Source: an optimization exercise on an open RTL-to-GDS flow (aim: small area, a short achievable clock period and few clock cycles per item). Production flows keep margins and buffers that such runs may drop.

## longest_prefix_route_lookup
module longest_prefix_route_lookup
(
    input  logic               clk,
    input  logic               rst_n,
    input  logic               req_valid,
    output logic               req_ready,
    input  logic               req_func,
    input  logic [INDEX_W-1:0] req_entry_index,
    input  logic               req_entry_valid,
    input  logic [ADDR_W-1:0]  req_entry_prefix,
    input  logic [ADDR_W-1:0]  req_entry_mask,
    input  logic [ADDR_W-1:0]  req_lookup_addr,
    output logic               rsp_valid,
    input  logic               rsp_ready,
    output logic               rsp_hit,
    output logic [INDEX_W-1:0] rsp_best_index,
    output logic [LEN_W-1:0]   rsp_best_length
);
    logic [ENTRIES-1:0][ADDR_W-1:1] c1_mem;
    logic [ENTRIES-1:0][ADDR_W-1:1] c0_mem;
    logic [ENTRIES-1:0]             c1_b0;
    logic [ENTRIES-1:0]             c0_b0;
    logic [ENTRIES-1:0][1:0]        k43_mem;
    logic [ENTRIES-1:0][1:0]        k21_mem;
    logic [ENTRIES-1:0][1:0]        k0f_mem;
    logic               adv;
    logic               acc;
    logic               wr;
    logic [ENTRIES-1:0] wr_sel;
    logic [ADDR_W-1:0]  wr_c1;
    logic [ADDR_W-1:0]  wr_c0;
    logic [LEN_W-1:0]   wr_len;
    logic [LEN_W-1:0]   wr_key;
    logic               s1_v;
    logic [2:0][ENTRIES-1:0] s1_q;
    logic [ENTRIES-1:0] s1_alive;
    logic               s2_v;
    logic [ENTRIES-1:0] s2_alive;
    logic [1:0]         s2_key;
    logic               s3_v;
    logic [ENTRIES-1:0] s3_alive;
    logic [3:0]         s3_key;
    logic               wa_v;
    logic [INDEX_W-1:0] wa_idx;
    logic [LEN_W-1:0]   wa_key;
    logic               wb_v;
    logic [INDEX_W-1:0] wb_idx;
    logic [1:0]         wb_key;
    logic               out_v;
    logic               out_hit;
    logic [INDEX_W-1:0] out_idx;
    logic [LEN_W-1:0]   out_len;
    logic               sk_v;
    logic               sk_hit;
    logic [INDEX_W-1:0] sk_idx;
  ...
For scale: about 0.047 sq mm of cells after synthesis.
export LEC_CHECK = 0
export ABC_CLOCK_PERIOD_IN_PS = 2500
export CAP_MARGIN = 20
export CORE_MARGIN = 2
export CORE_UTILIZATION = 40
export SETUP_SLACK_MARGIN = 2.8
export SLEW_MARGIN = 20
export TNS_END_PERCENT = 5
create_clock -name core_clock -period 5.0 [get_ports {clk}]
standard.sh (not shown) runs the stock make flow with config.mk's settings and CLKGATE_MAP_FILE= SYNTH_SCRIPT=/design/flow/synth_recipe.tcl, a recipe that flattens the netlist after the stock synthesis.
==> flow/flow/run.sh <==
#!/bin/bash
# The standard layout with a few changes:
#  - port buffers are buf_2 instead of the delay cell buffer_ports picks by default
#  - the resizer may swap a cell for one with another footprint
#  - clock tree: large sink clusters of clkbuf_16, no dummy loads
#  - after the standard synthesis, each mux2i_1 whose select net drives four
#    or more of them becomes an a22oi_1 fed by one shared inverter of that
#    net (same function, smaller); the rewrite is kept only if Yosys proves
#    the netlists equivalent. Registers are not touched.
set -uo pipefail
W=$PWD
VARS=(
  MATCH_CELL_FOOTPRINT=0
  "BUFFER_PORTS_ARGS=-buffer_cell sky130_fd_sc_hd__buf_2"
  "CTS_ARGS=-sink_clustering_enable -repair_clock_nets -buf_list sky130_fd_sc_hd__clkbuf_16 -sink_clustering_size 28 -sink_clustering_max_diameter 120 -dont_use_dummy_load"
)
bash standard.sh "${VARS[@]}" synth > synth.log 2>&1
R=$W/orfs/results/sky130hd/longest_prefix_route_lookup/base
LIB=$FLOW_HOME/platforms/sky130hd/lib/sky130_fd_sc_hd__tt_025C_1v80.lib
if [[ -f $R/1_2_yosys.v ]]; then
  cp $R/1_2_yosys.v $W/standard_1_2_yosys.v
  if python3 $W/flow/remap.py $W/standard_1_2_yosys.v $W/remap_1_2_yosys.v 4 > remap.log 2>&1; then
    sed -e "s#@LIB@#$LIB#" -e "s#@GOLD@#$W/standard_1_2_yosys.v#" -e "s#@GATE@#$W/remap_1_2_yosys.v#" \
      $W/flow/eq.ys.in > $W/eq.ys
    if yosys -q $W/eq.ys > eq.log 2>&1; then
      echo "equivalent: using the rewritten netlist" >> remap.log
      cp $W/remap_1_2_yosys.v $R/1_2_yosys.v
      rm -f $R/1_synth.odb $R/1_synth.sdc
    else
      echo "not proven equivalent: keeping the standard netlist" >> remap.log
    fi
  fi
fi
bash standard.sh "${VARS[@]}" finish > flow.log 2>&1
Other scripts of this flow, unchanged in this note and not shown: flow/flow/eq.ys.in, flow/flow/remap.py
Change:
--- a/flow/design.v
+++ b/flow/design.v
@@ -22,28 +22,25 @@
     input  logic [ENTRIES-1:0] alive_in,
     input  logic [ENTRIES-1:0] b1,
     input  logic [ENTRIES-1:0] b0,
     output logic [ENTRIES-1:0] alive_out,
     output logic [1:0]         best
 );
-    logic ge1;    
-    logic ge2;    
-    logic ge3;    
-    assign ge1 = |(alive_in & (b1 | b0));
-    assign ge2 = |(alive_in & b1);
-    assign ge3 = |(alive_in & b1 & b0);
-    assign best[1] = ge2;
-    assign best[0] = ge3 || (ge1 && !ge2);
+    logic any_hi;
+    logic any_11;
+    logic any_b0;
+    assign any_hi = |(alive_in & b1);
+    assign any_11 = |(alive_in & b1 & b0);
+    assign any_b0 = |(alive_in & b0);
+    assign best[1] = any_hi;
+    assign best[0] = any_hi ? any_11 : any_b0;
     always_comb
     begin
         for (int i = 0; i < ENTRIES; i++)
         begin
-            alive_out[i] = alive_in[i]
-                           && !((!b1[i] && !b0[i] && ge1)
-                             || (!b1[i] &&  b0[i] && ge2)
-                             || ( b1[i] && !b0[i] && ge3));
+            alive_out[i] = alive_in[i] && (b1[i] == best[1]) && (b0[i] == best[0]);
         end
     end
 endmodule
 module lprl_step1
 (
     input  logic [ENTRIES-1:0] alive_in,
@@ -89,21 +86,21 @@
 import lprl_pkg::*;
 module lprl_dp
 (
     input  logic [ADDR_W-1:0]              addr,
     input  logic [ENTRIES-1:0][ADDR_W-1:0] c1,
     input  logic [ENTRIES-1:0][ADDR_W-1:0] c0,
-    output logic [2:0][ENTRIES-1:0]        match_q
+    output logic [ENTRIES-1:0]             match_hi,
+    output logic [ENTRIES-1:0]             match_lo
 );
     always_comb
     begin
         for (int i = 0; i < ENTRIES; i++)
         begin
-            match_q[2][i] = (((c1[i][31:21] & ~addr[31:21]) | (c0[i][31:21] & addr[31:21])) == '0);
-            match_q[1][i] = (((c1[i][20:10] & ~addr[20:10]) | (c0[i][20:10] & addr[20:10])) == '0);
-            match_q[0][i] = (((c1[i][9:0]   & ~addr[9:0])   | (c0[i][9:0]   & addr[9:0]))   == '0);
+            match_hi[i] = (((c1[i][31:16] & ~addr[31:16]) | (c0[i][31:16] & addr[31:16])) == '0);
+            match_lo[i] = (((c1[i][15:0] & ~addr[15:0]) | (c0[i][15:0] & addr[15:0])) == '0);
         end
     end
 endmodule
 import lprl_pkg::*;
 module longest_prefix_route_lookup
 (
@@ -136,13 +133,14 @@
     logic [ENTRIES-1:0] wr_sel;
     logic [ADDR_W-1:0]  wr_c1;
     logic [ADDR_W-1:0]  wr_c0;
     logic [LEN_W-1:0]   wr_len;
     logic [LEN_W-1:0]   wr_key;
     logic               s1_v;
-    logic [2:0][ENTRIES-1:0] s1_q;
+    logic [ENTRIES-1:0] s1_hi;
+    logic [ENTRIES-1:0] s1_lo;
     logic [ENTRIES-1:0] s1_alive;
     logic               s2_v;
     logic [ENTRIES-1:0] s2_alive;
     logic [1:0]         s2_key;
     logic               s3_v;
     logic [ENTRIES-1:0] s3_alive;
@@ -163,24 +161,17 @@
     logic [LEN_W-1:0]   sk_len;
     logic               rdy_q;
     assign adv       = !sk_v;
     assign req_ready = rdy_q;
     assign acc       = req_valid && adv;
     assign wr        = acc && (req_func == 1'b0);
-    logic [3:0] wr_hi;
-    logic [3:0] wr_lo;
     always_comb
     begin
-        for (int j = 0; j < 4; j++)
-        begin
-            wr_hi[j] = wr && (req_entry_index[3:2] == 2'(j));
-            wr_lo[j] = (req_entry_index[1:0] == 2'(j));
-        end
         for (int i = 0; i < ENTRIES; i++)
         begin
-            wr_sel[i] = wr_hi[i / 4] && wr_lo[i % 4];
+            wr_sel[i] = wr && (req_entry_index == INDEX_W'(i));
         end
     end
     assign wr_c1  = (req_entry_prefix & req_entry_mask) | {31'd0, !req_entry_valid};
     assign wr_c0  = (~req_entry_prefix & req_entry_mask) | {31'd0, !req_entry_valid};
     assign wr_len = lprl_pkg::lead_ones(req_entry_mask);
     assign wr_key = {wr_len[5], wr_len[4:0] | {5{wr_len[5]}}};
@@ -220,13 +211,14 @@
                     c1_b0[i] <= wr_c1[0];
                     c0_b0[i] <= wr_c0[0];
                 end
             end
         end
     end
-    logic [2:0][ENTRIES-1:0] match_q;
+    logic [ENTRIES-1:0] match_hi;
+    logic [ENTRIES-1:0] match_lo;
     logic [ENTRIES-1:0][ADDR_W-1:0] c1_all;
     logic [ENTRIES-1:0][ADDR_W-1:0] c0_all;
     always_comb
     begin
         for (int i = 0; i < ENTRIES; i++)
         begin
@@ -235,15 +227,16 @@
         end
     end
     lprl_dp u_dp (
         .addr     (req_lookup_addr),
         .c1       (c1_all),
         .c0       (c0_all),
-        .match_q  (match_q)
+        .match_hi (match_hi),
+        .match_lo (match_lo)
     );
-    assign s1_alive = s1_q[2] & s1_q[1] & s1_q[0];
+    assign s1_alive = s1_hi & s1_lo;
     logic [ENTRIES-1:0] k4, k3, k2, k1, k0, kf;
     logic [ENTRIES-1:0] alive2, alive3;
     logic [1:0]         best43, best21, best0f;
     always_comb
     begin
         for (int i = 0; i < ENTRIES; i++)
@@ -264,14 +257,14 @@
     lprl_step1 u_st0f (.alive_in(s3_alive), .b1(k0), .b0(kf), .hit(enc_hit), .idx(enc_idx), .best(best0f));
     assign enc_len = best0f[0] ? LEN_W'(32) : {1'b0, s3_key, best0f[1]};
     always_ff @(posedge clk)
     begin
         if (adv)
         begin
-            s1_q[2]  <= (req_func == 1'b1) ? match_q[2] : '0;
-            s1_q[1:0] <= match_q[1:0];
+            s1_hi    <= (req_func == 1'b1) ? match_hi : '0;
+            s1_lo    <= match_lo;
             s2_alive <= alive2;
             s2_key   <= best43;
             s3_alive <= alive3;
             s3_key   <= {s2_key, best21};
             wa_idx   <= req_entry_index;
             wa_key   <= wr_key;
The new run went through all stages and came out clean.
Sequential share of layout area grows by 0.91 points.
Global-route usage rose by 0.47 points.
Design area goes down by a few percent.
Core utilization came out lower by 0.30 points.
Clock skew climbs by 14 ps.
Non-clock buffer count shrinks by 9.
Routed wire length drops slightly.
Sequential cell count falls by 16.
Setup slack gets worse by 21 ps.
Function was not checked in any run of this note: the RTL went through the layout flow alone.

-- what the ideal ports hide --
The flow's constraints put no driver on any port. The routed layouts listed below were extracted and timed again, unchanged, in two steps.
Step 1: set_driving_cell puts a clkbuf_16 on clk and a buf_2 on each other input, an assumption about the parent block.
Step 2 adds t to the input delays and takes it off the output delays; t is the mean of the earliest and latest rising clock arrival at the registers after step 1. Input paths then give back, and output paths get back, about the clock's delay inside the block.
Slacks: ideal / step 1 / step 2; pairs: ideal / step 1.
run | t (ns) | setup slack, ns | worst hold slack (ns)
the first run | 0.724 | 2.600 / 2.630 / 1.906 | 0.376 / 0.328 / 0.436
the second run | 0.731 | 2.579 / 2.614 / 1.892 | 0.424 / 0.406 / 0.424
After both steps every run listed still meets setup and hold. For the first run, which loses most, drivers alone change the setup slack by +0.030 ns; drivers and shift together by -0.694 ns.
